What follows belongs to an exercise in optimizing a design on an open flow for small area and a short achievable clock period; a production flow would make more cautious choices. Where RTL was checked, it was by simulation tests only, not by an equivalence proof against the original. Only the layout flow was run in runs 6 to 8; the RTL was not checked for function there. Power is estimated from default activity; no workload was simulated.

$ cat flow/run.sh
#!/bin/bash
# Standard ORFS layout with three changes:
#  - synthesis maps with flow/abc_map.script (same passes and names otherwise);
#  - the port buffers are plain buf_1 cells instead of buffer_ports' default
#    delay cells;
#  - the buffers ABC inserts are removed at floorplan so placement rebuilds
#    the fanout trees.
set -euo pipefail
W=$PWD
export FLOW_ABC_SCRIPT=$W/flow/abc_map.script
export FLOW_SYNTH_TCL=$W/synth_recipe.tcl
bash standard.sh SYNTH_SCRIPT=$W/flow/synth_wrap.tcl synth > synth.log 2>&1
bash standard.sh SYNTH_SCRIPT=$W/flow/synth_wrap.tcl \
  BUFFER_PORTS_ARGS="-buffer_cell sky130_fd_sc_hd__buf_1" REMOVE_ABC_BUFFERS=1 \
  finish > layout.log 2>&1
$ cat flow/abc_map.script
strash
dch
map -D 1000
topo
stime -c
buffer -c
upsize -c -D 1000
dnsize -c -D 1000
$ cat flow/synth_wrap.tcl
# The standard flow's synthesis script unchanged, except that ABC maps the logic with
# flow/abc_map.script: delay-driven mapping with area recovery.
proc abc {args} {
  set i [lsearch $args -script]
  lset args [expr {$i + 1}] $::env(FLOW_ABC_SCRIPT)
  yosys abc {*}$args
}
source $::env(FLOW_SYNTH_TCL)
$ cat standard.sh
#!/bin/bash
# synth_recipe.tcl (not shown) runs the flow's synth.tcl, then flattens the netlist and writes it again
# the make line also repeats each setting of config.mk as NAME=value (left out here)
make -C /OpenROAD-flow-scripts/flow DESIGN_CONFIG=/design/flow/config.mk WORK_HOME=/design/flow/orfs CLKGATE_MAP_FILE= SYNTH_SCRIPT=/design/flow/synth_recipe.tcl "${@:-finish}"
$ cat config.mk
export PLATFORM = sky130hd
export DESIGN_NAME = maxpool_tree_cell
export DESIGN_NICKNAME = maxpool_tree_cell
export VERILOG_FILES = /design/flow/design.v
export SDC_FILE = /design/flow/constraint.sdc
export NUM_CORES = 4
export LEC_CHECK = 0
export ABC_AREA = 1
export CAP_MARGIN = 20
export CORE_MARGIN = 2
export CORE_UTILIZATION = 50
export GPL_TIMING_DRIVEN = 0
export SETUP_SLACK_MARGIN = 1.0
export SLEW_MARGIN = 70
$ cat constraint.sdc
create_clock -name core_clock -period 3.6 [get_ports {C_IN_CLK}]
set_input_delay 0.7200 -clock core_clock [delete_from_list [all_inputs] [get_ports {C_IN_CLK}]]
set_output_delay 0.7200 -clock core_clock [all_outputs]
set_load 0.01 [all_outputs]
$ cat design.v
package maxpool_pkg;
  localparam logic MODE_MAX = 1'b0;
  localparam logic MODE_MIN = 1'b1;
endpackage
module maxpool_cmp (
  input  logic [31:0] a,
  input  logic [31:0] b,
  output logic        beat
);
  logic       mag_gt;
  logic [31:0] g [6];
  logic [31:0] p [6];
  always_comb begin
    g[0] = {1'b0, a[30:0] & ~b[30:0]};
    p[0] = {1'b1, a[30:0] | ~b[30:0]};
    for (int l = 1; l < 6; l++) begin
      g[l] = '0;
      p[l] = '0;
      for (int j = 0; j < (32 >> l); j++) begin
        g[l][j] = g[l-1][2*j+1] | (p[l-1][2*j+1] & g[l-1][2*j]);
        p[l][j] = p[l-1][2*j+1] & p[l-1][2*j];
      end
    end
    mag_gt = g[5][0];
  end
  assign beat = (a[31] ^ b[31]) ? b[31] : (a[31] ^ mag_gt);
endmodule
module maxpool_sel3 (
  input  logic [31:0] a,
  input  logic [31:0] b,
  input  logic [31:0] c,
  input  logic [31:0] q,
  input  logic        mode,
  input  logic        en,
  output logic [31:0] y
);
  logic ab, ac, bc;
  logic p_ab, p_ac, p_bc;
  logic wa, wb, wc;
  maxpool_cmp u_ab (.a(a), .b(b), .beat(ab));
  maxpool_cmp u_ac (.a(a), .b(c), .beat(ac));
  maxpool_cmp u_bc (.a(b), .b(c), .beat(bc));
  assign p_ab = ab ^ mode;
  assign p_ac = ac ^ mode;
  assign p_bc = bc ^ mode;
  assign wa =  p_ab &  p_ac;
  assign wb = ~p_ab &  p_bc;
  assign wc = ~p_ac & ~p_bc;
  assign y = ({32{wa & en}} & a) | ({32{wb & en}} & b) | ({32{wc & en}} & c) |
             ({32{~en}} & q);
endmodule
module maxpool_tree_cell #(
  parameter int DATA_WIDTH = 32,
  parameter int WINDOW     = 9
) (
  input  logic                         C_IN_CLK,
  input  logic                         C_IN_RST,
  input  logic                         C_IN_FLUSH,
  input  logic                         C_IN_MODE,
  input  logic                         C_IN_DATA_VALID,
  input  logic [WINDOW*DATA_WIDTH-1:0] D_IN_DATA,
  output logic                         C_OUT_IN_READY,
  input  logic                         C_IN_OUT_READY,
  output logic                         C_OUT_DATA_VALID,
  output logic [DATA_WIDTH-1:0]        C_OUT_DATA
);
  localparam int NV = 5;
  logic [NV-1:0] v4_q;
  logic [NV-1:0] en;
  logic [2:0]    vld_q;
  logic          md1_q;
  logic [95:0]   s1_d;
  logic [95:0]   s1_q;
  logic [31:0]   s2_d;
  logic [31:0]   s2_q, s3_q, s4_q;
  assign en               = ~v4_q | {NV{C_IN_OUT_READY}};
  assign C_OUT_IN_READY   = en[0];
  assign C_OUT_DATA_VALID = v4_q[0];
  for (genvar g = 0; g < 3; g++) begin : g_s1
    maxpool_sel3 u_sel (
      .a    (D_IN_DATA[(3*g)*32   +: 32]),
      .b    (D_IN_DATA[(3*g+1)*32 +: 32]),
      .c    (D_IN_DATA[(3*g+2)*32 +: 32]),
      .q    (s1_q[32*g +: 32]),
      .mode (C_IN_MODE),
      .en   (en[(g == 2) ? 3 : 2]),
      .y    (s1_d[32*g +: 32])
    );
  end
  maxpool_sel3 u_s2 (
    .a    (s1_q[31:0]),
    .b    (s1_q[63:32]),
    .c    (s1_q[95:64]),
    .q    (s2_q),
    .mode (md1_q),
    .en   (en[3]),
    .y    (s2_d)
  );
  always_ff @(posedge C_IN_CLK or posedge C_IN_RST) begin
    if (C_IN_RST)        vld_q <= '0;
    else if (C_IN_FLUSH) vld_q <= '0;
    else if (en[4])      vld_q <= {vld_q[1:0], C_IN_DATA_VALID};
  end
  for (genvar k = 0; k < NV; k++) begin : g_v4
    always_ff @(posedge C_IN_CLK or posedge C_IN_RST) begin
      if (C_IN_RST)        v4_q[k] <= 1'b0;
      else if (C_IN_FLUSH) v4_q[k] <= 1'b0;
      else if (en[k])      v4_q[k] <= vld_q[2];
    end
  end
  always_ff @(posedge C_IN_CLK) begin
    s1_q <= s1_d;
    s2_q <= s2_d;
    if (en[4]) begin
      md1_q <= C_IN_MODE;
      s3_q  <= s2_q;
      s4_q  <= s3_q;
    end
  end
  assign C_OUT_DATA = s4_q & {32{v4_q[1]}};
endmodule
==> impl_metrics.env, run 1 <==
export IMPL_drt_first_pass_iters=7
export IMPL_clkPwrFrac_pct=24.2
export IMPL_r2r_slack_ns=1.11
export IMPL_clk_pin_slew_ns=0.06
export IMPL_portBuffers=327
export IMPL_mostFrequentLayoutCells="nand4_1, nand2_1, buf_1, inv_1"
export IMPL_root_buffer="clkbuf_16"
export IMPL_coreArea_um2=32500
export IMPL_p_int_w=0.00566
export IMPL_antenna_found_initial=1
export IMPL_die_h_um=185
export IMPL_synth_seq_cells=201
export IMPL_period_minus_slack_ns=2.49
export IMPL_syn_to_final_growth_pct=15.9
export IMPL_cts_made_buffers=23
export IMPL_grt_remaining_overflow=0
export IMPL_p_comb_share_pct=35.3
export IMPL_final_common_cell="nand4_1"
export IMPL_ys_async_sr_fraction_pct=3.98
export IMPL_tightest_slew_ns=0.446
export IMPL_hold_class="input port to asynchronous set/reset pin"
export IMPL_outcome="finished clean"
export IMPL_slew_headroom_pct=70.2
export IMPL_hold_buffers=0
export IMPL_finalSetupViolations=0
export IMPL_netSwitchingFraction_pct=41.5
export IMPL_drc=0
export IMPL_netlist_area_um2=16400
export IMPL_gp_congestion=0.943
export IMPL_final_cell_area_um2=19000
export IMPL_setup_tns_final_ns=0
export IMPL_cp_max_fo=12
export IMPL_pre_cts_ws_ns=0.587
export IMPL_grt_pass1_vias=17700
export IMPL_synth_edf_count=65
export IMPL_path_class="flop to flop"
export IMPL_die_w_um=185
export IMPL_grtUsageTotal_pct=33.2
export IMPL_hold_violations=0
export IMPL_grt_pass1_wl_mm=91.9
export IMPL_vias=20000
export IMPL_cp_arrival_ns=2.97
export IMPL_fin_crit_sh_pct=69.2
export IMPL_critPathLaunchType="flop"
export IMPL_synthCells=2386
export IMPL_finalWirelength_mm=59.9
export IMPL_cts_sinks=201
export IMPL_p_total_w=0.00968
export IMPL_clk_latency_ns=0.54
export IMPL_drive_gt1_share_pct=5.97
export IMPL_rows=66
export IMPL_num_io_pins=328
export IMPL_ant_nets=0
export IMPL_fin_worst_skew_ns=0.0148
export IMPL_wire_per_inst_um=19.4
export IMPL_drv_slew=0
export IMPL_maxCapViolCount=0
export IMPL_drt_iter0_drc=2064
export IMPL_initial_core_util_pct=50.6
export IMPL_synth_cell_type_count=51
export IMPL_hpwl_mm=44.4
export IMPL_power_frac_seq_pct=40.4
export IMPL_clockBufferDepth=3
export IMPL_drt_vias_per_instance=6.47
export IMPL_fmax_mhz=402
export IMPL_final_setup_worst_slack_ns=1.11
export IMPL_p_leak_nw=7.59
export IMPL_peakVddDrop_uv=439
export IMPL_tritoncts="yes"
export IMPL_grt_max_degree=51
export IMPL_power_switching_w=0.00401
export IMPL_layout_nets=2925
export IMPL_p_per_area_nw_per_um2=509
export IMPL_htreeDepth=1
export IMPL_crit_path_end_kind="flop"
export IMPL_yosysWarnings=4
export IMPL_synthFlopType="dfxtp_1"
export IMPL_fillers=3196
export IMPL_avgSynthCellArea_um2=6.88
export IMPL_dieArea_um2=34300
export IMPL_placed_area_um2=18100
export IMPL_ys_seq_area_share_pct=28.7
export IMPL_rsz0062_at_grt="false"
export IMPL_n_antenna_cell=0
export IMPL_cp_required_ns=4.08
sequential cells by signal, indices dropped and copies added, names as in the netlist:
signal  flops
s1_q       96
md1_q       1
s2_q       32
s4_q       32
vld_q       3
s3_q       32
v4_q        5
cells in the mapped netlist (4+ instances only):
master | number | share of area (%)
buf_2 | 33 | 1.0
inv_1 | 307 | 7.0
o21ai_1 | 34 | 1.0
o2111ai_1 | 8 | 0.43
o221ai_1 | 49 | 2.6
o22ai_1 | 62 | 2.4
buf_4 | 33 | 1.5
o21bai_2 | 5 | 0.34
o211a_1 | 4 | 0.24
dfrtp_1 | 8 | 1.2
a21oi_2 | 9 | 0.48
o21a_1 | 9 | 0.41
nand2_1 | 380 | 8.7
a21oi_1 | 124 | 3.8
dfxtp_1 | 128 | 16
nor2b_1 | 6 | 0.23
o2bb2ai_1 | 5 | 0.27
buf_6 | 15 | 1.0
buf_1 | 7 | 0.16
o21bai_1 | 9 | 0.41
a22oi_1 | 67 | 3.1
nor2_1 | 124 | 2.8
o21ai_0 | 57 | 1.7
nand4_1 | 543 | 21
nand2_2 | 17 | 0.65
a31oi_1 | 8 | 0.30
edfxtp_1 | 65 | 12
inv_2 | 15 | 0.34
o211ai_1 | 46 | 2.1
clkbuf_1 | 46 | 1.1
nand3_1 | 112 | 3.4
nand2b_1 | 6 | 0.23
a21o_1 | 6 | 0.27
a22oi_2 | 8 | 0.61
power by group through the flow:
stage | logic (W) | registers, W | clock network [W]
global route | 0.00375 | 0.00398 | 0.00245
finish | 0.00342 | 0.00391 | 0.00234
detailed placement | 0.00313 | 0.00393 | 0
CTS | 0.00314 | 0.00388 | 0.00237
floorplan | 0.00211 | 0.00359 | 0
global placement | 0.00299 | 0.00391 | 0
final timing paths:
kind	startpoint	to	cells after the start
max	s1_q[7]$_DFF_P_	s2_q[11]$_DFF_P_	12
min	C_IN_RST	vld_q[1]$_DFFE_PP0P_	2
max reg2reg	s1_q[7]$_DFF_P_	s2_q[11]$_DFF_P_	12
min reg2reg	s3_q[1]$_DFFE_PP_	s4_q[1]$_DFFE_PP_	0
max in group asynchronous	C_IN_RST	v4_q[3]$_DFFE_PP0P_	2
min in group core_clock	C_IN_OUT_READY	v4_q[1]$_DFFE_PP0P_	2
layout make-up:
class | instances | area, um^2 | area share [%]
timing repair buffer | 351 | 1750 | 9.21
clock buffer | 29 | 618 | 3.25
sequential | 201 | 4720 | 24.8
inverter | 323 | 1230 | 6.49
clock inverter | 13 | 128 | 0.671
tap | 442 | 553 | 2.91
multi-input combinational | 1731 | 10000 | 52.7
metal layers:
metal	wire length (um)	vias up	GRT usage (%)
met5	0	-	0
met4	2640	0	13.9
met2	27600	1069	55.4
li1	-	9446	-
met1	24500	9299	43.2
met3	5150	165	4.48
timing repair:
item	in CTS	in global routing
gates resized for setup	0	21
buffers inserted	0	2
endpoints found under the setup margin	0	34
logic make-up (layout without fill, tap and decap cells):
family | Yosys count | count (layout) | synth area share [%]
AO/OA/AOI/OAI | 529 | 529 | 21.7
buffers and inverters | 457 | 716 | 12.1
flip-flops | 201 | 201 | 28.7
AND/OR/NAND/NOR | 1199 | 1202 | 37.4
critical path: stages (launching register included):
cell and delay (ns):
dfxtp_1 0.54, inv_1 0.15, nand2_1 0.13, o211ai_1 0.10, o221ai_1 0.24, o21bai_2 0.17, a21o_1 0.19, nand3_1 0.15
nand3_2 0.24, nand2_4 0.16, buf_12 0.15, nand4_1 0.11, nand4_1 0.11
through the flow:
step	cells	util (%)	hold slack [ns]
2_1_floorplan	2252	-	0.400
5_1_grt	3090	58.6	0.120
6_report	3090	58.6	0.0871
3_3_place_gp	3021	53.6	0.401
3_5_place_dp	3041	55.7	0.405
4_1_cts	3083	58.0	0.0862
==> run 2: changes to the inputs <==
--- a/config.mk
+++ b/config.mk
@@ -11,4 +11,4 @@
 export CORE_UTILIZATION = 50
 export GPL_TIMING_DRIVEN = 0
 export SETUP_SLACK_MARGIN = 1.0
-export SLEW_MARGIN = 70
+export SLEW_MARGIN = 20
==> run 2 against run 1 <==
- synthesized area unchanged
- clock skew decreased by 0.0027 ns
- global-route usage decreased by 0.41 points
- maximum frequency decreased by 0.28%
- clock power increased by about 10%
- synthesized cell count unchanged
- first-iteration DRC count decreased by 7.1%
- critical path type unchanged
- highest routed layer unchanged
==> impl_metrics.env, run 2 <==
export IMPL_outcome="finished clean"
export IMPL_cts_made_buffers=23
export IMPL_final_common_cell="nand4_1"
export IMPL_synth_top_cells_by_count="nand4_1, nand2_1, inv_1, dfxtp_1"
export IMPL_portBuffers=327
export IMPL_fin_worst_skew_ns=0.0120
export IMPL_r2r_start="s1_q[5]$_DFF_P_"
export IMPL_finalSetupViolations=0
export IMPL_tritoncts="yes"
export IMPL_placed_cells_incl_taps=3028
export IMPL_cp_required_ns=4.01
export IMPL_grt_remaining_overflow=0
export IMPL_clk_latency_ns=0.54
export IMPL_cp_top_family="compound AO/OA/AOI/OAI gates"
export IMPL_largest_reg_flops=96
export IMPL_drt_iter0_drc=1918
export IMPL_critPathLaunchType="flop"
export IMPL_grt_pass1_wl_mm=90.9
export IMPL_synthCells=2386
export IMPL_dieArea_um2=34300
export IMPL_hold_violations=0
export IMPL_initial_core_util_pct=50.6
export IMPL_yosysWarnings=4
export IMPL_die_w_um=185
export IMPL_fin_crit_sh_pct=69.4
export IMPL_maxCapViolCount=0
export IMPL_cpPeakStageDelay_ns=0.58
export IMPL_drt_first_pass_iters=6
export IMPL_synth_seq_cells=201
export IMPL_worstPathCellList="inv_1 -> nand2_1 -> o211ai_1 -> o221ai_1 -> o21bai_2 -> a21oi_1 -> o21ai_1 -> nand3_1 -> nand2_8 -> nand4_1 -> nand4_1"
export IMPL_period_minus_slack_ns=2.50
export IMPL_synth_edf_count=65
export IMPL_coreArea_um2=32500
export IMPL_instances_no_fill=3079
export IMPL_netlist_area_um2=16400
export IMPL_slowest_stage="dfxtp_1"
export IMPL_mostFrequentLayoutCells="nand4_1, nand2_1, buf_1, inv_1, dfxtp_1"
export IMPL_p_per_area_nw_per_um2=522
export IMPL_syn_to_final_growth_pct=14.1
export IMPL_wire_per_inst_um=19.3
export IMPL_largest_register="s1_q"
export IMPL_root_buffer="clkbuf_16"
export IMPL_slew_headroom_pct=52.5
export IMPL_clk_pin_slew_ns=0.06
export IMPL_path_class="flop to flop"
export IMPL_hold_class="input port to asynchronous set/reset pin"
export IMPL_hpwl_mm=43.5
export IMPL_whs_ns=0.0926
export IMPL_rsz0062_at_grt="false"
export IMPL_grtUsageTotal_pct=32.8
export IMPL_synthFlopType="dfxtp_1"
export IMPL_peakVddDrop_uv=404
export IMPL_ant_nets=0
export IMPL_r2r_cells=11
export IMPL_r2r_slack_ns=1.10
export IMPL_cp_arrival_ns=2.90
export IMPL_htreeDepth=1
export IMPL_synth_cell_type_count=51
export IMPL_cp_max_fo=32
export IMPL_synth_most_common_cell="nand4_1"
export IMPL_rows=66
export IMPL_ys_async_sr_fraction_pct=3.98
export IMPL_finalWirelength_mm=59.6
export IMPL_cts_sinks=201
export IMPL_ys_seq_area_share_pct=28.7
export IMPL_r2r_end="s2_q[0]$_DFF_P_"
export IMPL_synth_top_cells_by_area="nand4_1, dfxtp_1, edfxtp_1"
export IMPL_yosysTopAreaCellShare_pct=20.7
export IMPL_tightest_slew_ns=0.712
export IMPL_yosysTopAreaCell="nand4_1"
export IMPL_grt_max_degree=88
export IMPL_gp_congestion=0.943
export IMPL_path_common_cell="nand4_1"
export IMPL_hold_buffers=0
export IMPL_drv_slew=0
export IMPL_drive_gt1_share_pct=5.39
export IMPL_die_h_um=185
export IMPL_vias=19900
export IMPL_fmax_mhz=401
export IMPL_grt_pass1_vias=17700
export IMPL_antenna_found_initial=0
export IMPL_clockBufferDepth=3
export IMPL_drc=0
export IMPL_num_io_pins=328
export IMPL_p_leak_nw=7.45
export IMPL_critPathBufInv=1
export IMPL_drt_vias_per_instance=6.46
export IMPL_layout_nets=2913
export IMPL_crit_path_end_kind="flop"
export IMPL_avgSynthCellArea_um2=6.88
## run 2: changes by cell type in the layout (fill, tap and decap cells not counted), sizes merged
cell,delta
nand2,-2
diode,+1
buf,-12
clkinvlp,+1
bufinv,+3
clkinv,+1
clkbuf,+1
inv,-5
clkdlybuf4s15,+1
## run 2: logic make-up after synthesis
group | count (synthesis) | synth area share, %
buf+inv | 457 | 12.1
flops | 201 | 28.7
simple gates | 1199 | 37.4
compound gates | 529 | 21.7
## run 2: worst max path at each step
stage | startpoint | to | slack, ns | cells past startpoint
after floorplan | C_IN_OUT_READY | s1_q[64]$_DFF_P_ | -1.97 | 5
after global placement | C_IN_OUT_READY | s1_q[75]$_DFF_P_ | -4.15 | 6
after detailed placement | C_IN_MODE | s1_q[38]$_DFF_P_ | -0.60 | 6
after CTS | v4_q[1]$_DFFE_PP0P_ | C_OUT_DATA[23] | 1.00 | 3
after global routing | D_IN_DATA[229] | s1_q[65]$_DFF_P_ | 0.91 | 12
final | s1_q[5]$_DFF_P_ | s2_q[0]$_DFF_P_ | 1.10 | 11
## run 2: layout make-up
class                           instances  area, um^2
Fill cell                            3227       13700
Multi-Input combinational cell       1729        9940
Sequential cell                       201        4720
Timing Repair Buffer                  340        1440
Inverter                              323        1220
Clock buffer                           30         643
Tap cell                              442         553
Clock inverter                         12         189
Timing Repair inverter                  1        7.51
Antenna cell                            1        2.50
## run 2: power breakdown
part           switching, W  leakage, nW  internal (W)
clock               0.00102        0.406       0.00156
sequential         0.000679         1.94       0.00323
combinational       0.00221         5.11       0.00106
## run 2: stage by stage
stage	util, %	total power [W]	setup WS (ns)	setup TNS (ns)	instance area (um^2)
finish	57.7	0.00977	1.10	0	18700
global route	57.7	0.0103	0.913	0	18700
CTS	57.0	0.00958	1.00	0	18500
detailed placement	54.2	0.00698	-0.600	-42.44	17600
global placement	53.6	0.00690	-4.15	-519.60	17400
floorplan	-	0.00570	-1.97	-252.94	15600
## run 2: metal layers
layer  wire [um]  GRT usage [%]  vias to the layer above
li1            -              -                     9433
met1       24900           42.5                     9352
met2       27700           55.3                      968
met3        4720           4.21                      147
met4        2310           13.4                        0
met5           0              0                        -
## run 2: timing repair
| item | 4_1_cts | 5_1_grt |
|---|---|---|
| setup endpoints to repair | 160 | 153 |
| pin swaps | 0 | 4 |
| buffers inserted | 0 | 6 |
| cloned | 1 | 1 |
| gates resized for setup | 15 | 35 |
==> run 3: changes to the inputs <==
--- a/config.mk
+++ b/config.mk
@@ -8,7 +8,7 @@
 export ABC_AREA = 1
 export CAP_MARGIN = 20
 export CORE_MARGIN = 2
-export CORE_UTILIZATION = 50
+export CORE_UTILIZATION = 60
 export GPL_TIMING_DRIVEN = 0
 export SETUP_SLACK_MARGIN = 1.0
 export SLEW_MARGIN = 20
==> run 3 against run 2 <==
- highest routed layer unchanged
- combinational power down 2%
- power fell by 2.7%
- still clean
- count of clock-buffer cells in the layout is 2 lower
==> impl_metrics.env, run 3 <==
export IMPL_cts_made_buffers=23
export IMPL_finalSetupViolations=0
export IMPL_rsz0062_at_grt="true"
export IMPL_wire_per_inst_um=19.3
export IMPL_r2r_end="s2_q[21]$_DFF_P_"
export IMPL_antenna_found_initial=0
export IMPL_ant_nets=0
export IMPL_placed_cells_incl_taps=2925
export IMPL_grt_pass1_wl_mm=89.1
export IMPL_drc=0
export IMPL_path_class="input port to flop"
export IMPL_rows=60
export IMPL_finalWirelength_mm=57.2
export IMPL_drt_iter0_drc=2374
export IMPL_final_common_cell="nand4_1"
export IMPL_synth_cell_type_count=51
export IMPL_outcome="finished clean"
export IMPL_hpwl_mm=41.8
export IMPL_cp_max_fo=32
export IMPL_clockBufferDepth=3
export IMPL_cp_arrival_ns=2.97
export IMPL_mostFrequentLayoutCells="nand4_1, nand2_1, buf_1, inv_1, dfxtp_1"
export IMPL_layout_nets=2905
export IMPL_worstPathCellList="buf_1 -> inv_1 -> a22oi_1 -> o221ai_1 -> o21bai_1 -> a21oi_1 -> o21ai_1 -> nand3_1 -> nand2_4 -> nand4_1 -> nand4_1"
export IMPL_grt_pass1_vias=17800
export IMPL_path_common_cell="nand4_1"
export IMPL_multi_input_area_um2=9900
export IMPL_fillers=2378
export IMPL_r2r_cells=11
export IMPL_drv_slew=0
export IMPL_cts_sinks=201
export IMPL_htreeDepth=1
export IMPL_synth_most_common_cell="nand4_1"
export IMPL_ys_seq_area_share_pct=28.7
export IMPL_peakVddDrop_uv=363
export IMPL_hold_buffers=0
export IMPL_dieArea_um2=28700
export IMPL_largest_register="s1_q"
export IMPL_yosysTopAreaCellShare_pct=20.7
export IMPL_clk_latency_ns=0.51
export IMPL_drt_vias_per_instance=6.77
export IMPL_cp_required_ns=4.04
export IMPL_vias=20100
export IMPL_syn_to_final_growth_pct=12.2
export IMPL_tightest_slew_ns=0.722
export IMPL_slew_headroom_pct=51.9
export IMPL_yosysTopAreaCell="nand4_1"
export IMPL_fmax_mhz=395
export IMPL_synthFlopType="dfxtp_1"
export IMPL_slowest_stage="o21bai_1"
export IMPL_num_io_pins=328
export IMPL_portBuffers=327
export IMPL_period_minus_slack_ns=2.53
export IMPL_p_per_area_nw_per_um2=516
export IMPL_largest_reg_flops=96
export IMPL_n_antenna_cell=0
export IMPL_synth_top_cells_by_count="nand4_1, nand2_1, inv_1, dfxtp_1"
export IMPL_seq_area_um2=4710
export IMPL_die_h_um=169
export IMPL_gp_congestion=0.957
export IMPL_utilization_pct=68.5
export IMPL_p_total_w=0.00950
export IMPL_synth_top_cells_by_area="nand4_1, dfxtp_1, edfxtp_1"
export IMPL_tritoncts="yes"
export IMPL_synthCells=2386
export IMPL_crit_path_end_kind="flop"
export IMPL_root_buffer="clkbuf_16"
export IMPL_maxCapViolCount=0
export IMPL_grt_max_degree=85
export IMPL_hold_class="input port to asynchronous set/reset pin"
export IMPL_drive_gt1_share_pct=4.68
export IMPL_clk_pin_slew_ns=0.06
export IMPL_drt_first_pass_iters=9
export IMPL_p_leak_nw=7.38
export IMPL_initial_core_util_pct=61.1
export IMPL_grt_remaining_overflow=0
export IMPL_netlist_area_um2=16400
export IMPL_yosysWarnings=4
export IMPL_instances_no_fill=2968
export IMPL_r2r_slack_ns=1.14
export IMPL_cpPeakStageDelay_ns=0.44
export IMPL_synth_edf_count=65
export IMPL_die_w_um=169
export IMPL_r2r_start="s1_q[7]$_DFF_P_"
export IMPL_whs_ns=0.134
export IMPL_hold_violations=0
export IMPL_avgSynthCellArea_um2=6.88
export IMPL_ys_async_sr_fraction_pct=3.98
export IMPL_coreArea_um2=26900
export IMPL_fin_worst_skew_ns=0.0159
export IMPL_critPathLaunchType="input port"
export IMPL_fin_crit_sh_pct=70.2
export IMPL_synth_seq_cells=201
export IMPL_grtUsageTotal_pct=37.9
run 3: cell counts after synthesis:
Identical to the previous run, type by type.
run 3: how the worst max path moves through the flow:
stage	startpoint	depth (start not counted)	endpoint	slack, ns
2_1_floorplan	C_IN_OUT_READY	5	s1_q[64]$_DFF_P_	-1.97
3_3_place_gp	C_IN_OUT_READY	6	s1_q[16]$_DFF_P_	-4.08
3_5_place_dp	C_IN_MODE	6	s1_q[74]$_DFF_P_	-0.45
4_1_cts	s1_q[15]$_DFF_P_	12	s2_q[21]$_DFF_P_	1.00
5_1_grt	D_IN_DATA[283]	13	s1_q[74]$_DFF_P_	0.95
6_report	D_IN_DATA[229]	11	s1_q[65]$_DFF_P_	1.07
run 3: area by class of cell:
cell class,instances,area share [%]
clock buffers,28,3.34
clock inverters,13,0.815
inverters,323,6.64
multi-input cells,1728,53.8
flip-flops and latches,201,25.6
well taps,341,2.32
repair buffers,333,7.48
repair inverters,1,0.0408
run 3: kinds of logic after synthesis:
| kind of cell | count (synthesis) | synth area share (%) |
|---|---|---|
| flip-flops | 201 | 28.7 |
| buffers and inverters | 457 | 12.1 |
| AND/OR/NAND/NOR | 1199 | 37.4 |
| AO/OA/AOI/OAI | 529 | 21.7 |
run 3: per-stage QoR:
| stage | setup WS, ns | area (um^2) | TNS (ns) |
|---|---|---|---|
| 2_1_floorplan | -1.97 | 15600 | -252.94 |
| 3_3_place_gp | -4.08 | 17300 | -509.50 |
| 3_5_place_dp | -0.454 | 17400 | -38.71 |
| 4_1_cts | 1.00 | 18200 | 0 |
| 5_1_grt | 0.952 | 18400 | 0 |
| 6_report | 1.07 | 18400 | 0 |
run 3: worst max-delay path, delay by kind of cell:
kind | cells | cell delay (ns)
buffers and inverters | 2 | 0.26
AOI/OAI and AO/OA | 5 | 1.16
and+or+nand+nor | 4 | 0.80
run 3: report_power, final:
group          switching [W]  internal, W
combinational        0.00218      0.00104
sequential          0.000683      0.00323
clock               0.000945      0.00143
run 3: routing by layer:
metal	up-vias	part of all wire, %	global-route usage, %
li1	9399	-	-
met1	9222	39	48.6
met2	1250	45	62.4
met3	217	10	5.95
met4	0	5.5	18.4
met5	-	0	0
run 3: timing repair:
action / in CTS / in global routing
resized for setup: 11 / 28
endpoints found under the hold margin: 0 / 0
setup buffers: 0 / 1
pin swaps: 0 / 1
gates cloned: 1 / 0
endpoints found under the setup margin: 152 / 152
==> run 4: changes to the inputs <==
--- a/config.mk
+++ b/config.mk
@@ -8,7 +8,7 @@
 export ABC_AREA = 1
 export CAP_MARGIN = 20
 export CORE_MARGIN = 2
-export CORE_UTILIZATION = 60
+export CORE_UTILIZATION = 50
 export GPL_TIMING_DRIVEN = 0
-export SETUP_SLACK_MARGIN = 1.0
+export SETUP_SLACK_MARGIN = 0.8
 export SLEW_MARGIN = 20
==> run 4 against run 3 <==
- clock skew decreased by 0.0031 ns
- cell area increased by 0.66%
- synthesized area unchanged
- count of clock-buffer cells in the layout up 2
- still clean on timing, DRC and antenna
- critical path type unchanged
- flip-flop and latch count stayed put
- worst hold slack worse by 0.037 ns
- non-clock buffer count increased by 1
- core utilization fell by 11 points
- final cell count grew 3.5%
- highest routed layer unchanged
==> impl_metrics.env, run 4 <==
export IMPL_outcome="finished clean"
export IMPL_htreeDepth=1
export IMPL_yosysWarnings=4
export IMPL_die_w_um=185
export IMPL_antenna_found_initial=0
export IMPL_crit_path_end_kind="flop"
export IMPL_synth_edf_count=65
export IMPL_cts_sinks=201
export IMPL_cp_required_ns=4.00
export IMPL_coreArea_um2=32500
export IMPL_path_class="input port to flop"
export IMPL_post_cts_buffers=0
export IMPL_gp_congestion=0.943
export IMPL_p_total_w=0.00965
export IMPL_synth_top_cells_by_area="nand4_1, dfxtp_1, edfxtp_1"
export IMPL_hold_violations=0
export IMPL_worstPathCellList="buf_1 -> o221ai_1 -> o221ai_1 -> a21oi_1 -> o21bai_1 -> a21oi_2 -> o211ai_1 -> nand2_2 -> nand4_1 -> nand4_1"
export IMPL_root_buffer="clkbuf_16"
export IMPL_synthFlopType="dfxtp_1"
export IMPL_layout_nets=2906
export IMPL_synthCells=2386
export IMPL_fillers=3232
export IMPL_avgSynthCellArea_um2=6.88
export IMPL_die_h_um=185
export IMPL_grtUsageTotal_pct=32.7
export IMPL_num_io_pins=328
export IMPL_netlist_area_um2=16400
export IMPL_slowest_stage="nand2_2"
export IMPL_synth_seq_cells=201
export IMPL_cp_arrival_ns=3.16
export IMPL_synth_most_common_cell="nand4_1"
export IMPL_portBuffers=327
export IMPL_clk_latency_ns=0.53
export IMPL_grt_pass1_wl_mm=90.7
export IMPL_peakVddDrop_uv=419
export IMPL_tightest_slew_ns=0.748
export IMPL_dieArea_um2=34300
export IMPL_vias=19800
export IMPL_cp_max_fo=32
export IMPL_ys_seq_area_share_pct=28.7
export IMPL_grt_pass1_vias=17600
export IMPL_instances_no_fill=3072
export IMPL_grt_remaining_overflow=0
export IMPL_grt_max_degree=88
export IMPL_clk_pin_slew_ns=0.06
export IMPL_r2r_start="s1_q[7]$_DFF_P_"
export IMPL_fmax_mhz=362
export IMPL_largest_reg_flops=96
export IMPL_maxCapViolCount=0
export IMPL_r2r_slack_ns=1.00
export IMPL_final_setup_worst_slack_ns=0.839
export IMPL_cpPeakStageDelay_ns=0.46
export IMPL_fin_worst_skew_ns=0.0127
export IMPL_ys_async_sr_fraction_pct=3.98
export IMPL_rows=66
export IMPL_hpwl_mm=43.5
export IMPL_pre_cts_ws_ns=-0.600
export IMPL_synth_cell_type_count=51
export IMPL_drv_slew=0
export IMPL_seq_area_um2=4710
export IMPL_synth_top_cells_by_count="nand4_1, nand2_1, inv_1, dfxtp_1"
export IMPL_p_leak_nw=7.39
export IMPL_rsz0062_at_grt="false"
export IMPL_period_minus_slack_ns=2.76
export IMPL_largest_register="s1_q"
export IMPL_mostFrequentLayoutCells="nand4_1, nand2_1, buf_1, inv_1, dfxtp_1"
export IMPL_placed_area_um2=17600
export IMPL_final_common_cell="nand4_1"
export IMPL_final_cell_area_um2=18500
export IMPL_drc=0
export IMPL_whs_ns=0.0967
export IMPL_yosysTopAreaCellShare_pct=20.7
export IMPL_drt_iter0_drc=1964
export IMPL_clockBufferDepth=3
export IMPL_initial_core_util_pct=50.6
export IMPL_slew_headroom_pct=50.0
export IMPL_drt_first_pass_iters=6
export IMPL_multi_input_area_um2=9810
export IMPL_critPathLaunchType="input port"
export IMPL_finalSetupViolations=0
export IMPL_fin_crit_sh_pct=76.7
export IMPL_drt_vias_per_instance=6.46
export IMPL_cts_made_buffers=23
export IMPL_tritoncts="yes"
export IMPL_hold_class="input port to asynchronous set/reset pin"
export IMPL_p_per_area_nw_per_um2=521
export IMPL_placed_cells_incl_taps=3028
export IMPL_syn_to_final_growth_pct=12.9
export IMPL_r2r_end="s2_q[16]$_DFF_P_"
export IMPL_yosysTopAreaCell="nand4_1"
export IMPL_ant_nets=0
export IMPL_hold_buffers=0
export IMPL_wire_per_inst_um=19.2
export IMPL_finalWirelength_mm=58.8
export IMPL_r2r_cells=11
export IMPL_drive_gt1_share_pct=4.79
[run 4: per-stage QoR]
stage / TNS [ns] / utilization [%]
2_1_floorplan: -252.94 / -
3_3_place_gp: -519.60 / 53.6
3_5_place_dp: -42.44 / 54.2
4_1_cts: 0 / 56.9
5_1_grt: 0 / 57.1
6_report: 0 / 57.1
[run 4: cells by family (layout without fill, tap and decap cells)]
group / count (synthesis) / count (layout) / share of synthesized area [%]
AND/OR/NAND/NOR: 1199 / 1199 / 37.4
other: 0 / 1 / 0
AO/OA/AOI/OAI: 529 / 529 / 21.7
flip-flops: 201 / 201 / 28.7
buffers and inverters: 457 / 700 / 12.1
[run 4: layout make-up]
| class | count | area share (%) |
|---|---|---|
| clock inverters | 12 | 1.02 |
| multi-input cells | 1728 | 52.9 |
| well taps | 442 | 2.98 |
| repair inverters | 1 | 0.0270 |
| inverters | 323 | 6.60 |
| clock buffers | 30 | 3.47 |
| flip-flops and latches | 201 | 25.4 |
| repair buffers | 334 | 7.53 |
| diodes | 1 | 0.0135 |
[run 4: repair_timing]
item,in CTS,in global routing
endpoints found under the hold margin,0,0
pin swaps,0,0
endpoints found under the setup margin,99,91
resized for setup,7,15
cloned,0,1
[run 4: worst max-delay path by stage]
stage / start / to / slack [ns] / cells past startpoint
finish: D_IN_DATA[6] / s1_q[17]$_DFF_P_ / 0.84 / 10
global route: D_IN_DATA[1] / s1_q[17]$_DFF_P_ / 0.81 / 12
CTS: D_IN_DATA[141] / s1_q[49]$_DFF_P_ / 0.80 / 11
detailed placement: C_IN_MODE / s1_q[38]$_DFF_P_ / -0.60 / 6
global placement: C_IN_OUT_READY / s1_q[75]$_DFF_P_ / -4.15 / 6
floorplan: C_IN_OUT_READY / s1_q[64]$_DFF_P_ / -1.97 / 5
[run 4: power breakdown]
group          total (W)  leakage (nW)  internal (W)  switching (W)
registers        0.00390          1.94       0.00323       0.000674
clock network    0.00257         0.406       0.00156        0.00101
logic            0.00318          5.05       0.00102        0.00216
total            0.00965          7.39       0.00581        0.00384
[run 4: metal layers]
metal	GRT usage [%]	part of all wire, %
met1	42.4	41
met3	4.15	8.4
met2	55.3	47
met4	13.0	3.8
met5	0	0
[run 4: critical path, delay by kind of cell]
family                 cells  cell delay (ns)
AND/OR/NAND/NOR            3             0.87
buffers and inverters      1             0.23
AO/OA/AOI/OAI              6             1.32
==> run 5: changes to the inputs <==
--- a/config.mk
+++ b/config.mk
@@ -10,5 +10,5 @@
 export CORE_MARGIN = 2
 export CORE_UTILIZATION = 50
 export GPL_TIMING_DRIVEN = 0
-export SETUP_SLACK_MARGIN = 0.8
+export SETUP_SLACK_MARGIN = 1.1
 export SLEW_MARGIN = 20
==> run 5 against run 4 <==
- clock skew up 0.0060 ns
- count of clock-buffer cells in the layout unchanged
- global-route usage up 0.076 points
- final cell count up 0.49%
- die area unchanged
- critical path type unchanged
- still clean
- register-to-register slack better by 0.16 ns
==> impl_metrics.env, run 5 <==
export IMPL_wire_per_inst_um=19.8
export IMPL_synth_cell_type_count=51
export IMPL_synthCells=2386
export IMPL_grt_pass1_wl_mm=90.9
export IMPL_grt_remaining_overflow=0
export IMPL_fin_crit_sh_pct=68.7
export IMPL_drt_first_pass_iters=6
export IMPL_yosysWarnings=4
export IMPL_synthFlopType="dfxtp_1"
export IMPL_fillers=3189
export IMPL_num_io_pins=328
export IMPL_coreArea_um2=32500
export IMPL_maxCapViolCount=0
export IMPL_grt_max_degree=88
export IMPL_largest_register="s1_q"
export IMPL_routed_top_layer="met4"
export IMPL_r2r_start="s1_q[73]$_DFF_P_"
export IMPL_setup_tns_final_ns=0
export IMPL_die_w_um=185
export IMPL_antenna_found_initial=0
export IMPL_r2r_end="s2_q[0]$_DFF_P_"
export IMPL_peakVddDrop_uv=381
export IMPL_syn_to_final_growth_pct=15.6
export IMPL_gp_congestion=0.943
export IMPL_mostFrequentLayoutCells="nand4_1, nand2_1, buf_1, inv_1, nor2_1"
export IMPL_netlist_area_um2=16400
export IMPL_finalWirelength_mm=61.1
export IMPL_synth_most_common_cell="nand4_1"
export IMPL_clockBufferDepth=3
export IMPL_root_buffer="clkbuf_16"
export IMPL_drt_iter0_drc=2284
export IMPL_synth_edf_count=65
export IMPL_p_per_area_nw_per_um2=525
export IMPL_rsz0062_at_grt="true"
export IMPL_placed_area_um2=17600
export IMPL_fmax_mhz=404
export IMPL_seq_area_um2=4730
export IMPL_ys_async_sr_fraction_pct=3.98
export IMPL_r2r_slack_ns=1.16
export IMPL_avgSynthCellArea_um2=6.88
export IMPL_final_cell_area_um2=19000
export IMPL_hold_class="input port to asynchronous set/reset pin"
export IMPL_slew_headroom_pct=51.9
export IMPL_p_leak_nw=7.52
export IMPL_layout_nets=2921
export IMPL_worstPathCellList="buf_1 -> inv_1 -> o221ai_1 -> o21ai_0 -> a21oi_1 -> o21ai_0 -> a21oi_2 -> o211ai_1 -> nand2_4 -> nand4_1 -> nand4_1"
export IMPL_clk_latency_ns=0.54
export IMPL_htreeDepth=1
export IMPL_fin_worst_skew_ns=0.0187
export IMPL_tritoncts="yes"
export IMPL_synth_top_cells_by_area="nand4_1, dfxtp_1, edfxtp_1"
export IMPL_ant_nets=0
export IMPL_cp_arrival_ns=2.94
export IMPL_drc=0
export IMPL_largest_reg_flops=96
export IMPL_slowest_stage="nand2_4"
export IMPL_multi_input_area_um2=10100
export IMPL_period_minus_slack_ns=2.47
export IMPL_portBuffers=327
export IMPL_dieArea_um2=34300
export IMPL_drt_vias_per_instance=6.55
export IMPL_yosysTopAreaCell="nand4_1"
export IMPL_cpPeakStageDelay_ns=0.38
export IMPL_hold_buffers=0
export IMPL_synth_seq_cells=201
export IMPL_hold_violations=0
export IMPL_cp_required_ns=4.06
export IMPL_crit_path_end_kind="flop"
export IMPL_grt_pass1_vias=17700
export IMPL_synth_top_cells_by_count="nand4_1, nand2_1, inv_1, dfxtp_1"
export IMPL_drv_slew=0
export IMPL_wirelength_met1_mm=25.1
export IMPL_r2r_cells=12
export IMPL_initial_core_util_pct=50.6
export IMPL_clk_pin_slew_ns=0.06
export IMPL_critPathLaunchType="input port"
export IMPL_outcome="finished clean"
export IMPL_final_common_cell="nand4_1"
export IMPL_finalSetupViolations=0
export IMPL_cp_max_fo=32
export IMPL_yosysTopAreaCellShare_pct=20.7
export IMPL_drive_gt1_share_pct=6.62
export IMPL_wl_met2_mm=28.3
export IMPL_cts_sinks=201
export IMPL_ys_seq_area_share_pct=28.7
export IMPL_path_class="input port to flop"
export IMPL_cts_made_buffers=23
export IMPL_vias=20200
export IMPL_rows=66
export IMPL_route_met3_wl_mm=5.39
export IMPL_hpwl_mm=43.5
export IMPL_grtUsageTotal_pct=32.8
export IMPL_die_h_um=185
export IMPL_tightest_slew_ns=0.721
run 5: worst max-delay path by stage:
stage | start | to | cells after the start
detailed placement | C_IN_MODE | s1_q[38]$_DFF_P_ | 6
global placement | C_IN_OUT_READY | s1_q[75]$_DFF_P_ | 6
finish | D_IN_DATA[281] | s1_q[67]$_DFF_P_ | 11
CTS | D_IN_DATA[129] | s1_q[38]$_DFF_P_ | 11
floorplan | C_IN_OUT_READY | s1_q[64]$_DFF_P_ | 5
global route | D_IN_DATA[229] | s1_q[65]$_DFF_P_ | 12
run 5: kinds of logic (layout without fill, tap and decap cells):
kind of cell	count (synthesis)	after routing	synth area share [%]
and+or+nand+nor	1199	1205	37.4
AOI/OAI and AO/OA	529	529	21.7
DFF	201	201	28.7
buffers and inverters	457	709	12.1
other	0	1	0
run 5: routing by layer:
layer,vias up,GRT usage (%)
met5,-,0
met4,0,13.6
met3,159,4.25
met2,1150,55.3
met1,9461,42.4
li1,9446,-
run 5: metrics by stage:
| stage | hold WS (ns) | worst slack, ns | utilization, % | instances | total power, W |
|---|---|---|---|---|---|
| global route | 0.128 | 0.958 | 58.4 | 3086 | 0.0104 |
| global placement | 0.401 | -4.15 | 53.6 | 3021 | 0.00690 |
| finish | 0.0980 | 1.13 | 58.4 | 3087 | 0.00995 |
| floorplan | 0.400 | -1.97 | - | 2252 | 0.00570 |
| CTS | 0.0872 | 1.09 | 57.2 | 3072 | 0.00961 |
| detailed placement | 0.405 | -0.600 | 54.2 | 3028 | 0.00698 |
run 5: what timing repair did:
action,4_1_cts,5_1_grt
setup endpoints to repair,160,128
gates cloned,1,6
resized for setup,26,62
setup buffers,1,8
pin swaps,0,20
run 5: cell type report:
class,instances,area share (%)
multi-input combinational,1734,53.5
sequential,201,25.0
timing repair buffer,343,7.79
inverter,323,6.45
clock buffer,30,3.39
tap,442,2.92
clock inverter,12,0.996
timing repair inverter,1,0.0396
antenna,1,0.0132
run 5: power breakdown:
part	internal [W]	total [W]	switching (W)
clock network	0.00156	0.00258	0.00101
registers	0.00324	0.00392	0.000685
logic	0.00111	0.00345	0.00234
total	0.00591	0.00995	0.00404
run 5: critical path: cells and delay by family:
kind / cells / cell delay [ns]
AO/OA/AOI/OAI: 6 / 1.22
AND/OR/NAND/NOR: 3 / 0.66
buffers and inverters: 2 / 0.30
==> run 6: changes to the inputs <==
--- a/design.v
+++ b/design.v
@@ -64,7 +64,7 @@
   output logic                         C_OUT_DATA_VALID,
   output logic [DATA_WIDTH-1:0]        C_OUT_DATA
 );
-  localparam int NV = 5;
+  localparam int NV = 4;
   logic [NV-1:0] v4_q;
   logic [NV-1:0] en;
   logic [2:0]    vld_q;
@@ -83,7 +83,7 @@
       .c    (D_IN_DATA[(3*g+2)*32 +: 32]),
       .q    (s1_q[32*g +: 32]),
       .mode (C_IN_MODE),
-      .en   (en[(g == 2) ? 3 : 2]),
+      .en   (en[(g == 2) ? 2 : 1]),
       .y    (s1_d[32*g +: 32])
     );
   end
@@ -93,13 +93,13 @@
     .c    (s1_q[95:64]),
     .q    (s2_q),
     .mode (md1_q),
-    .en   (en[3]),
+    .en   (en[2]),
     .y    (s2_d)
   );
   always_ff @(posedge C_IN_CLK or posedge C_IN_RST) begin
     if (C_IN_RST)        vld_q <= '0;
     else if (C_IN_FLUSH) vld_q <= '0;
-    else if (en[4])      vld_q <= {vld_q[1:0], C_IN_DATA_VALID};
+    else if (en[3])      vld_q <= {vld_q[1:0], C_IN_DATA_VALID};
   end
   for (genvar k = 0; k < NV; k++) begin : g_v4
     always_ff @(posedge C_IN_CLK or posedge C_IN_RST) begin
@@ -111,11 +111,15 @@
   always_ff @(posedge C_IN_CLK) begin
     s1_q <= s1_d;
     s2_q <= s2_d;
-    if (en[4]) begin
+    if (en[3]) begin
       md1_q <= C_IN_MODE;
       s3_q  <= s2_q;
-      s4_q  <= s3_q;
     end
   end
-  assign C_OUT_DATA = s4_q & {32{v4_q[1]}};
+  always_ff @(posedge C_IN_CLK or posedge C_IN_RST) begin
+    if (C_IN_RST)        s4_q <= '0;
+    else if (C_IN_FLUSH) s4_q <= '0;
+    else if (en[3])      s4_q <= vld_q[2] ? s3_q : '0;
+  end
+  assign C_OUT_DATA = s4_q;
 endmodule
--- a/config.mk
+++ b/config.mk
@@ -10,5 +10,5 @@
 export CORE_MARGIN = 2
 export CORE_UTILIZATION = 50
 export GPL_TIMING_DRIVEN = 0
-export SETUP_SLACK_MARGIN = 1.1
-export SLEW_MARGIN = 20
+export SETUP_SLACK_MARGIN = 1.0
+export SLEW_MARGIN = 70
==> run 6 against run 5 <==
- sequential power fell by 8.9%
- clock skew about the same
- count of clock-buffer cells in the layout decreased by 12
- combinational power fell by 5%
- synthesized cell count up 1.9%
- synthesized area decreased by 0.78%
- critical path type unchanged
==> impl_metrics.env, run 6 <==
export IMPL_outcome="finished clean"
export IMPL_crit_path_end_kind="flop"
export IMPL_critical_path_depth=10
export IMPL_n_antenna_cell=0
export IMPL_hold_buffers=0
export IMPL_drt_vias_per_instance=6.49
export IMPL_netSwitchingFraction_pct=43.9
export IMPL_worstPathCellList="buf_1 -> inv_2 -> a22oi_1 -> nand4_1 -> o21bai_1 -> a21oi_2 -> o211ai_1 -> nand2_4 -> nand4_1 -> nand4_1"
export IMPL_tightest_slew_ns=0.463
export IMPL_cts_sinks=200
export IMPL_fin_crit_sh_pct=71.0
export IMPL_initial_core_util_pct=50.4
export IMPL_slowest_stage="o21bai_1"
export IMPL_yosysWarnings=4
export IMPL_grtUsageTotal_pct=34.1
export IMPL_setup_tns_final_ns=0
export IMPL_drt_first_pass_iters=6
export IMPL_ys_async_sr_fraction_pct=19.5
export IMPL_synthFlopType="dfxtp_1"
export IMPL_synth_top_cells_by_count="nand4_1, nand2_1, inv_1, nand3_1, a21oi_1"
export IMPL_hold_class="input port to asynchronous set/reset pin"
export IMPL_layout_nets=2983
export IMPL_avgSynthCellArea_um2=6.70
export IMPL_grt_pass1_wl_mm=93.7
export IMPL_ant_nets=0
export IMPL_die_w_um=184
export IMPL_cp_top_family="compound AO/OA/AOI/OAI gates"
export IMPL_fin_worst_skew_ns=0.0186
export IMPL_whs_ns=0.186
export IMPL_r2r_end="s2_q[28]$_DFF_P_"
export IMPL_cp_arrival_ns=2.89
export IMPL_drt_iter0_drc=2072
export IMPL_grt_max_degree=51
export IMPL_gp_congestion=0.938
export IMPL_cp_max_fo=32
export IMPL_htreeDepth=4
export IMPL_yosysTopAreaCellShare_pct=21.0
export IMPL_maxCapViolCount=0
export IMPL_critPathLaunchType="input port"
export IMPL_synth_most_common_cell="nand4_1"
export IMPL_grt_remaining_overflow=0
export IMPL_syn_to_final_growth_pct=17.1
export IMPL_cpPeakStageDelay_ns=0.35
export IMPL_r2r_start="s1_q[62]$_DFF_P_"
export IMPL_drv_slew=0
export IMPL_period_minus_slack_ns=2.56
export IMPL_critPathBufInv=2
export IMPL_cp_required_ns=3.93
export IMPL_cts_made_buffers=17
export IMPL_power_switching_w=0.00388
export IMPL_clk_latency_ns=0.45
export IMPL_path_common_cell="nand4_1"
export IMPL_dieArea_um2=34000
export IMPL_finalWirelength_mm=62.0
export IMPL_drive_gt1_share_pct=5.96
export IMPL_path_class="input port to flop"
export IMPL_synthCells=2432
export IMPL_placed_cells_incl_taps=3088
export IMPL_vias=20400
export IMPL_p_comb_share_pct=37.2
export IMPL_rsz0062_at_grt="true"
export IMPL_largest_reg_flops=96
export IMPL_tritoncts="yes"
export IMPL_p_int_w=0.00495
export IMPL_grt_pass1_vias=17900
export IMPL_slew_headroom_pct=69.0
export IMPL_crit_path_end="s1_q[2]$_DFF_P_"
export IMPL_wire_per_inst_um=19.7
export IMPL_synth_edf_count=33
export IMPL_clockBufferDepth=2
export IMPL_peakVddDrop_uv=394
export IMPL_largest_register="s1_q"
export IMPL_rows=66
export IMPL_power_frac_seq_pct=40.5
export IMPL_drc=0
export IMPL_synth_cell_type_count=51
export IMPL_root_buffer="clkbuf_16"
export IMPL_num_io_pins=328
export IMPL_ys_seq_area_share_pct=27.8
export IMPL_p_leak_nw=7.86
export IMPL_final_common_cell="nand4_1"
export IMPL_die_h_um=184
export IMPL_hold_violations=0
export IMPL_coreArea_um2=32300
export IMPL_cp_startpoint="D_IN_DATA[15]"
export IMPL_mostFrequentLayoutCells="nand4_1, nand2_1, buf_1, inv_1, nand3_1"
export IMPL_synth_seq_cells=200
export IMPL_fmax_mhz=391
export IMPL_clkPwrFrac_pct=22.3
export IMPL_portBuffers=327
export IMPL_clk_pin_slew_ns=0.09
export IMPL_hpwl_mm=45.7
export IMPL_p_total_w=0.00883
export IMPL_synth_top_cells_by_area="nand4_1, dfxtp_1, nand2_1"
export IMPL_r2r_slack_ns=1.15
export IMPL_antenna_found_initial=0
export IMPL_netlist_area_um2=16300
export IMPL_p_per_area_nw_per_um2=463
export IMPL_instances_no_fill=3144
export IMPL_finalSetupViolations=0
export IMPL_yosysTopAreaCell="nand4_1"
export IMPL_r2r_cells=12
## run 6: cell type report
class / instances / area (um^2)
flip-flops and latches: 200 / 4530
well taps: 442 / 553
multi-input cells: 1803 / 10300
fillers: 3137 / 13200
inverters: 296 / 1140
clock buffers: 18 / 429
clock inverters: 14 / 178
repair buffers: 371 / 1920
## run 6: worst min-delay path by stage
stage                                      to  slack [ns]  depth (start not counted)
final                     s4_q[9]$_DFFE_PP0P_        0.19                          2
after global routing      s4_q[9]$_DFFE_PP0P_        0.18                          2
after CTS                 s4_q[9]$_DFFE_PP0P_        0.19                          2
after detailed placement    s3_q[8]$_DFFE_PP_        0.41                          0
after global placement      s3_q[1]$_DFFE_PP_        0.42                          0
after floorplan             s3_q[0]$_DFFE_PP_        0.41                          0
## run 6: kinds of logic after synthesis
group / after synthesis / synth area share [%]
DFF: 200 / 27.8
and+or+nand+nor: 1273 / 39.6
AOI/OAI and AO/OA: 523 / 21.3
buffers and inverters: 436 / 11.3
## run 6: per-stage QoR
stage | util (%) | area [um^2] | setup slack (ns)
3_3_place_gp | 53.7 | 17300 | -4.21
6_report | 59.0 | 19100 | 1.04
5_1_grt | 59.0 | 19100 | 0.913
3_5_place_dp | 56.1 | 18100 | 0.586
2_1_floorplan | - | 15600 | -1.97
4_1_cts | 58.0 | 18700 | 1.05
## run 6: timing repair
| item | CTS | global route |
|---|---|---|
| setup endpoints to repair | 0 | 121 |
| gates resized for setup | 0 | 27 |
| setup buffers | 0 | 17 |
## run 6: power by group through the flow
stage	registers, W	logic [W]	clock network, W
2_1_floorplan	0.00329	0.00201	0
3_3_place_gp	0.00358	0.00288	0
3_5_place_dp	0.00359	0.00303	0
4_1_cts	0.00354	0.00304	0.00199
5_1_grt	0.00362	0.00359	0.00208
6_report	0.00357	0.00329	0.00197
## run 6: worst register-to-register path: stages, from the launching register on
cell	delay, ns
dfxtp_1	0.47
inv_1	0.12
nand2_1	0.11
o21ai_2	0.08
a21oi_2	0.13
nor3b_4	0.29
nand3b_1	0.13
a21oi_1	0.18
o21ai_0	0.14
nand3_1	0.20
nand2_8	0.21
nand4_1	0.18
nand4_1	0.09
## run 6: layer usage
metal	track usage, %	vias up	wire length (um)
met2	56.5	1068	28700
li1	-	9621	-
met4	12.8	0	2240
met5	0	-	0
met3	5.35	158	5350
met1	44.8	9569	25700
==> run 7: changes to the inputs <==
--- a/config.mk
+++ b/config.mk
@@ -8,7 +8,7 @@
 export ABC_AREA = 1
 export CAP_MARGIN = 20
 export CORE_MARGIN = 2
-export CORE_UTILIZATION = 50
+export CORE_UTILIZATION = 60
 export GPL_TIMING_DRIVEN = 0
 export SETUP_SLACK_MARGIN = 1.0
 export SLEW_MARGIN = 70
==> run 7 against run 6 <==
- cell area decreased by 1.1%
- global-route usage is 4.8 points higher
- sequential share of layout area up 0.23 points
- register-to-register slack hardly changed
- sequential power hardly changed
- final cell count is 3.5% lower
- maximum frequency grew 1.1%
- worst setup slack better by 0.027 ns
- core utilization grew 11 points
- clock skew is 0.0038 ns higher
- synthesized cell count unchanged
- critical path depth rose by 2
- critical endpoint is now s1_q[63]$_DFF_P_
- largest cell class unchanged
==> impl_metrics.env, run 7 <==
export IMPL_whs_ns=0.200
export IMPL_peakVddDrop_uv=408
export IMPL_syn_to_final_growth_pct=15.8
export IMPL_largest_register="s1_q"
export IMPL_setup_tns_final_ns=0
export IMPL_fmax_mhz=395
export IMPL_p_per_area_nw_per_um2=464
export IMPL_ys_seq_area_share_pct=27.8
export IMPL_synthCells=2432
export IMPL_htreeDepth=4
export IMPL_routed_top_layer="met4"
export IMPL_coreArea_um2=26800
export IMPL_grt_remaining_overflow=0
export IMPL_synth_seq_cells=200
export IMPL_fin_crit_sh_pct=70.3
export IMPL_synth_edf_count=33
export IMPL_clk_pin_slew_ns=0.08
export IMPL_die_h_um=169
export IMPL_grt_max_degree=55
export IMPL_tritoncts="yes"
export IMPL_r2r_end="s2_q[9]$_DFF_P_"
export IMPL_vias=20800
export IMPL_crit_path_end_kind="flop"
export IMPL_drc=0
export IMPL_fin_worst_skew_ns=0.0224
export IMPL_grt_pass1_wl_mm=90.7
export IMPL_wl_met2_mm=26.9
export IMPL_final_common_cell="nand4_1"
export IMPL_cts_sinks=200
export IMPL_drv_slew=0
export IMPL_hold_class="input port to asynchronous set/reset pin"
export IMPL_yosysTopAreaCellShare_pct=21.0
export IMPL_finalSetupViolations=0
export IMPL_largest_reg_flops=96
export IMPL_yosysWarnings=4
export IMPL_die_w_um=169
export IMPL_grt_pass1_vias=18100
export IMPL_root_buffer="clkbuf_16"
export IMPL_tightest_slew_ns=0.508
export IMPL_cp_required_ns=3.98
export IMPL_gp_congestion=0.994
export IMPL_synth_top_cells_by_count="nand4_1, nand2_1, inv_1, nand3_1, a21oi_1"
export IMPL_grtUsageTotal_pct=38.9
export IMPL_cp_max_fo=16
export IMPL_dieArea_um2=28500
export IMPL_drt_vias_per_instance=6.86
export IMPL_n_antenna_cell=0
export IMPL_netlist_area_um2=16300
export IMPL_avgSynthCellArea_um2=6.70
export IMPL_synth_cell_type_count=51
export IMPL_r2r_slack_ns=1.15
export IMPL_r2r_start="s1_q[11]$_DFF_P_"
export IMPL_layout_nets=2973
export IMPL_cts_made_buffers=17
export IMPL_rows=60
export IMPL_ant_nets=0
export IMPL_drt_iter0_drc=2900
export IMPL_route_met3_wl_mm=7.13
export IMPL_finalWirelength_mm=59.8
export IMPL_critPathLaunchType="input port"
export IMPL_cp_startpoint="D_IN_DATA[187]"
export IMPL_synth_top_cells_by_area="nand4_1, dfxtp_1, nand2_1"
export IMPL_portBuffers=327
export IMPL_cp_arrival_ns=2.91
export IMPL_path_class="input port to flop"
export IMPL_hold_violations=0
export IMPL_yosysTopAreaCell="nand4_1"
export IMPL_slew_headroom_pct=66.0
export IMPL_wirelength_met1_mm=22.9
export IMPL_r2r_cells=11
export IMPL_fillers=2283
export IMPL_maxCapViolCount=0
export IMPL_pre_cts_ws_ns=0.621
export IMPL_antenna_found_initial=0
export IMPL_rsz0062_at_grt="true"
export IMPL_instances_no_fill=3033
export IMPL_final_setup_worst_slack_ns=1.07
export IMPL_num_io_pins=328
export IMPL_p_leak_nw=7.79
export IMPL_drive_gt1_share_pct=5.57
export IMPL_synth_most_common_cell="nand4_1"
export IMPL_clk_latency_ns=0.45
export IMPL_synthFlopType="dfxtp_1"
export IMPL_initial_core_util_pct=60.8
export IMPL_period_minus_slack_ns=2.53
export IMPL_wire_per_inst_um=19.7
export IMPL_hpwl_mm=43.4
export IMPL_placed_cells_incl_taps=2984
export IMPL_clockBufferDepth=2
export IMPL_drt_first_pass_iters=9
export IMPL_ys_async_sr_fraction_pct=19.5
export IMPL_hold_buffers=0
export IMPL_mostFrequentLayoutCells="nand4_1, nand2_1, buf_1, inv_1, nand3_1"
export IMPL_outcome="finished clean"
-- run 7: cell count changes in the layout (fill, tap and decap cells not counted), sizes merged --
| cell | change |
|---|---|
| clkinv | -3 |
| clkinvlp | +3 |
| bufinv | +1 |
| inv | -2 |
| buf | -8 |
| clkbuf | +1 |
| nand2 | -2 |
-- run 7: area by class of cell --
| class | count | area [um^2] | area share, % |
|---|---|---|---|
| Clock inverter | 13 | 138 | 0.730 |
| Multi-Input combinational cell | 1801 | 10300 | 54.7 |
| Clock buffer | 19 | 433 | 2.30 |
| Inverter | 296 | 1130 | 6.00 |
| Sequential cell | 200 | 4530 | 24.0 |
| Tap cell | 341 | 427 | 2.26 |
| Timing Repair Buffer | 363 | 1880 | 9.95 |
-- run 7: where the power goes --
part	internal, W	switching (W)
logic	0.00105	0.00221
clock network	0.000979	0.000940
registers	0.00294	0.000626
total	0.00497	0.00378
-- run 7: metal layers --
metal | global-route usage (%) | vias to the layer above
li1 | - | 9604
met1 | 50.1 | 9482
met2 | 64.2 | 1462
met3 | 7.06 | 259
met4 | 16.7 | 0
met5 | 0 | -
-- run 7: worst max-delay path by stage --
stage	cells past startpoint	endpoint
6_report	12	s1_q[63]$_DFF_P_
5_1_grt	13	s1_q[95]$_DFF_P_
4_1_cts	12	s1_q[84]$_DFF_P_
3_5_place_dp	12	s1_q[64]$_DFF_P_
3_3_place_gp	6	s1_q[90]$_DFF_P_
2_1_floorplan	5	s1_q[0]$_DFF_P_
-- run 7: repair_timing --
item                                    4_1_cts  5_1_grt
buffers inserted                              0       12
gates resized for setup                       0       27
endpoints found under the hold margin         0        0
endpoints found under the setup margin        0       92
-- run 7: metrics by stage --
step	utilization (%)	cell area [um^2]	total power, W
final	70.4	18900	0.00875
after global routing	70.4	18900	0.00914
after CTS	69.2	18600	0.00842
after detailed placement	67.1	18000	0.00654
after global placement	64.2	17200	0.00635
after floorplan	-	15600	0.00530
-- run 7: logic make-up after synthesis --
group,Yosys count,synth area share (%)
buf+inv,436,11.3
flops,200,27.8
simple gates,1273,39.6
compound gates,523,21.3
-- run 7: worst max-delay path: stages --
cell	delay [ns]
buf_1	0.17
inv_1	0.12
o221ai_1	0.26
o21ai_1	0.17
a211oi_2	0.29
o21ai_1	0.13
a21oi_2	0.19
o211ai_1	0.20
buf_4	0.20
nand2_4	0.21
nand4_1	0.13
nand4_1	0.11
==> run 8: changes to the inputs <==
--- a/config.mk
+++ b/config.mk
@@ -8,7 +8,7 @@
 export ABC_AREA = 1
 export CAP_MARGIN = 20
 export CORE_MARGIN = 2
-export CORE_UTILIZATION = 60
+export CORE_UTILIZATION = 50
 export GPL_TIMING_DRIVEN = 0
 export SETUP_SLACK_MARGIN = 1.0
-export SLEW_MARGIN = 70
+export SLEW_MARGIN = 20
==> run 8 against run 7 <==
- still clean
- synthesized cell count is the same
- clock power grew 2%
- non-clock buffer count down 11
- final cell count up 3.0%
- sequential share of layout area is 0.30 points higher
- die area up 20%
- critical path depth unchanged
- synthesized area did not move
- cell area fell by 1.2%
- power rose by 0.54%
- via count fell by 3.1%
- sequential power about the same
==> impl_metrics.env, run 8 <==
export IMPL_n_antenna_cell=0
export IMPL_final_cell_area_um2=18600
export IMPL_grt_max_degree=89
export IMPL_r2r_cells=11
export IMPL_fin_crit_sh_pct=70.9
export IMPL_power_frac_seq_pct=40.6
export IMPL_fin_worst_skew_ns=0.0209
export IMPL_netSwitchingFraction_pct=43.8
export IMPL_tightest_slew_ns=0.728
export IMPL_initial_core_util_pct=50.4
export IMPL_cts_made_buffers=17
export IMPL_clockBufferDepth=2
export IMPL_gp_congestion=0.938
export IMPL_p_int_w=0.00494
export IMPL_synth_top_cells_by_count="nand4_1, nand2_1, inv_1, nand3_1, a21oi_1"
export IMPL_finalWirelength_mm=61.2
export IMPL_clk_pin_slew_ns=0.09
export IMPL_drive_gt1_share_pct=5.22
export IMPL_wire_per_inst_um=19.6
export IMPL_clkPwrFrac_pct=22.3
export IMPL_fmax_mhz=392
export IMPL_hold_class="input port to asynchronous set/reset pin"
export IMPL_synthFlopType="dfxtp_1"
export IMPL_largest_reg_flops=96
export IMPL_hold_violations=0
export IMPL_drt_first_pass_iters=6
export IMPL_cp_max_fo=16
export IMPL_drc=0
export IMPL_coreArea_um2=32300
export IMPL_tritoncts="yes"
export IMPL_num_io_pins=328
export IMPL_placed_area_um2=17600
export IMPL_r2r_slack_ns=1.14
export IMPL_cp_arrival_ns=2.87
export IMPL_avgSynthCellArea_um2=6.70
export IMPL_slew_headroom_pct=51.5
export IMPL_grt_pass1_wl_mm=93.4
export IMPL_netlist_area_um2=16300
export IMPL_ys_async_sr_fraction_pct=19.5
export IMPL_die_w_um=184
export IMPL_dieArea_um2=34000
export IMPL_grt_pass1_vias=17700
export IMPL_ant_nets=0
export IMPL_synth_cell_type_count=51
export IMPL_drt_vias_per_instance=6.46
export IMPL_mostFrequentLayoutCells="nand4_1, nand2_1, buf_1, inv_1, nand3_1"
export IMPL_htreeDepth=4
export IMPL_hpwl_mm=44.7
export IMPL_yosysTopAreaCell="nand4_1"
export IMPL_cp_required_ns=3.92
export IMPL_power_switching_w=0.00385
export IMPL_peakVddDrop_uv=351
export IMPL_crit_path_end_kind="flop"
export IMPL_p_leak_nw=7.64
export IMPL_syn_to_final_growth_pct=14.4
export IMPL_finalSetupViolations=0
export IMPL_r2r_start="s1_q[8]$_DFF_P_"
export IMPL_synth_edf_count=33
export IMPL_final_common_cell="nand4_1"
export IMPL_cts_sinks=200
export IMPL_rsz0062_at_grt="true"
export IMPL_vias=20200
export IMPL_maxCapViolCount=0
export IMPL_drv_slew=0
export IMPL_rows=66
export IMPL_clk_latency_ns=0.45
export IMPL_r2r_end="s2_q[3]$_DFF_P_"
export IMPL_hold_buffers=0
export IMPL_path_class="input port to flop"
export IMPL_p_comb_share_pct=37.0
export IMPL_layout_nets=2962
export IMPL_root_buffer="clkbuf_16"
export IMPL_p_per_area_nw_per_um2=472
export IMPL_setup_tns_final_ns=0
export IMPL_outcome="finished clean"
export IMPL_portBuffers=327
export IMPL_grtUsageTotal_pct=34.0
export IMPL_period_minus_slack_ns=2.55
export IMPL_synth_seq_cells=200
export IMPL_synth_most_common_cell="nand4_1"
export IMPL_grt_remaining_overflow=0
export IMPL_antenna_found_initial=1
export IMPL_largest_register="s1_q"
export IMPL_synthCells=2432
export IMPL_drt_iter0_drc=2316
export IMPL_yosysWarnings=4
export IMPL_synth_top_cells_by_area="nand4_1, dfxtp_1, nand2_1"
export IMPL_die_h_um=184
export IMPL_yosysTopAreaCellShare_pct=21.0
export IMPL_critPathLaunchType="input port"
export IMPL_ys_seq_area_share_pct=27.8
## run 8: cell counts after synthesis
No cell type changed its count.
## run 8: power by group through the flow
stage | Clock, W | Combinational (W) | Sequential [W]
floorplan | 0 | 0.00201 | 0.00329
detailed placement | 0 | 0.00296 | 0.00359
CTS | 0.00198 | 0.00301 | 0.00354
finish | 0.00196 | 0.00326 | 0.00357
global placement | 0 | 0.00288 | 0.00358
global route | 0.00209 | 0.00356 | 0.00362
## run 8: how the worst max path moves through the flow
stage / startpoint / to / slack (ns) / cells past startpoint
after floorplan: C_IN_OUT_READY / s1_q[0]$_DFF_P_ / -1.97 / 5
after global placement: C_IN_OUT_READY / s1_q[93]$_DFF_P_ / -4.21 / 6
after detailed placement: C_IN_MODE / s1_q[70]$_DFF_P_ / -0.62 / 6
after CTS: D_IN_DATA[39] / s1_q[2]$_DFF_P_ / 1.00 / 13
after global routing: D_IN_DATA[29] / s1_q[6]$_DFF_P_ / 0.88 / 12
final: D_IN_DATA[29] / s1_q[2]$_DFF_P_ / 1.05 / 12
## run 8: layout make-up
class	instances	area, um^2
inverter	296	1120
multi-input combinational	1801	10300
fill	3266	13700
tap	442	553
clock inverter	14	173
sequential	200	4530
timing repair buffer	352	1540
clock buffer	18	429
## run 8: cells by family (layout without fill, tap and decap cells)
family / after synthesis / in the layout / share of synthesized area [%]
AND/OR/NAND/NOR: 1273 / 1278 / 39.6
buffers and inverters: 436 / 680 / 11.3
flip-flops: 200 / 200 / 27.8
AO/OA/AOI/OAI: 523 / 523 / 21.3
## run 8: what timing repair did
item / in CTS / in global routing
endpoints found under the setup margin: 128 / 128
hold endpoints to repair: 0 / 0
pin swaps: 0 / 15
gates resized for setup: 25 / 43
cloned: 0 / 5
buffers inserted: 0 / 16
## run 8: critical path: stages
cell      delay (ns)
buf_1           0.18
inv_1           0.10
nand2_1         0.07
nand2_1         0.07
a21oi_1         0.19
nand2_1         0.18
nor4_4          0.28
a21oi_2         0.14
o211ai_1        0.42
nand2_4         0.27
nand4_1         0.14
nand4_1         0.12
## run 8: per-layer routing
layer  global-route usage, %  part of all wire [%]
met4                    10.5                   3.2
met3                    4.96                   8.8
met2                    56.8                    47
met5                       0                     0
met1                    45.3                    41
## run 8: metrics by stage
stage	hold slack (ns)	util, %	cells	setup slack, ns	total power [W]
global route	0.222	57.7	3123	0.883	0.00927
finish	0.211	57.7	3123	1.05	0.00879
global placement	0.416	53.7	3061	-4.21	0.00647
floorplan	0.409	-	2292	-1.97	0.00530
CTS	0.214	56.6	3102	1.00	0.00853
detailed placement	0.414	54.4	3070	-0.617	0.00655

Setup slack of run 8, layout unchanged: 1.046 ns with ideal ports, 1.067 ns with driving cells assumed (clock clkbuf_16, inputs buf_2), 0.574 ns with port delays also shifted by the 0.493 ns mid clock arrival.
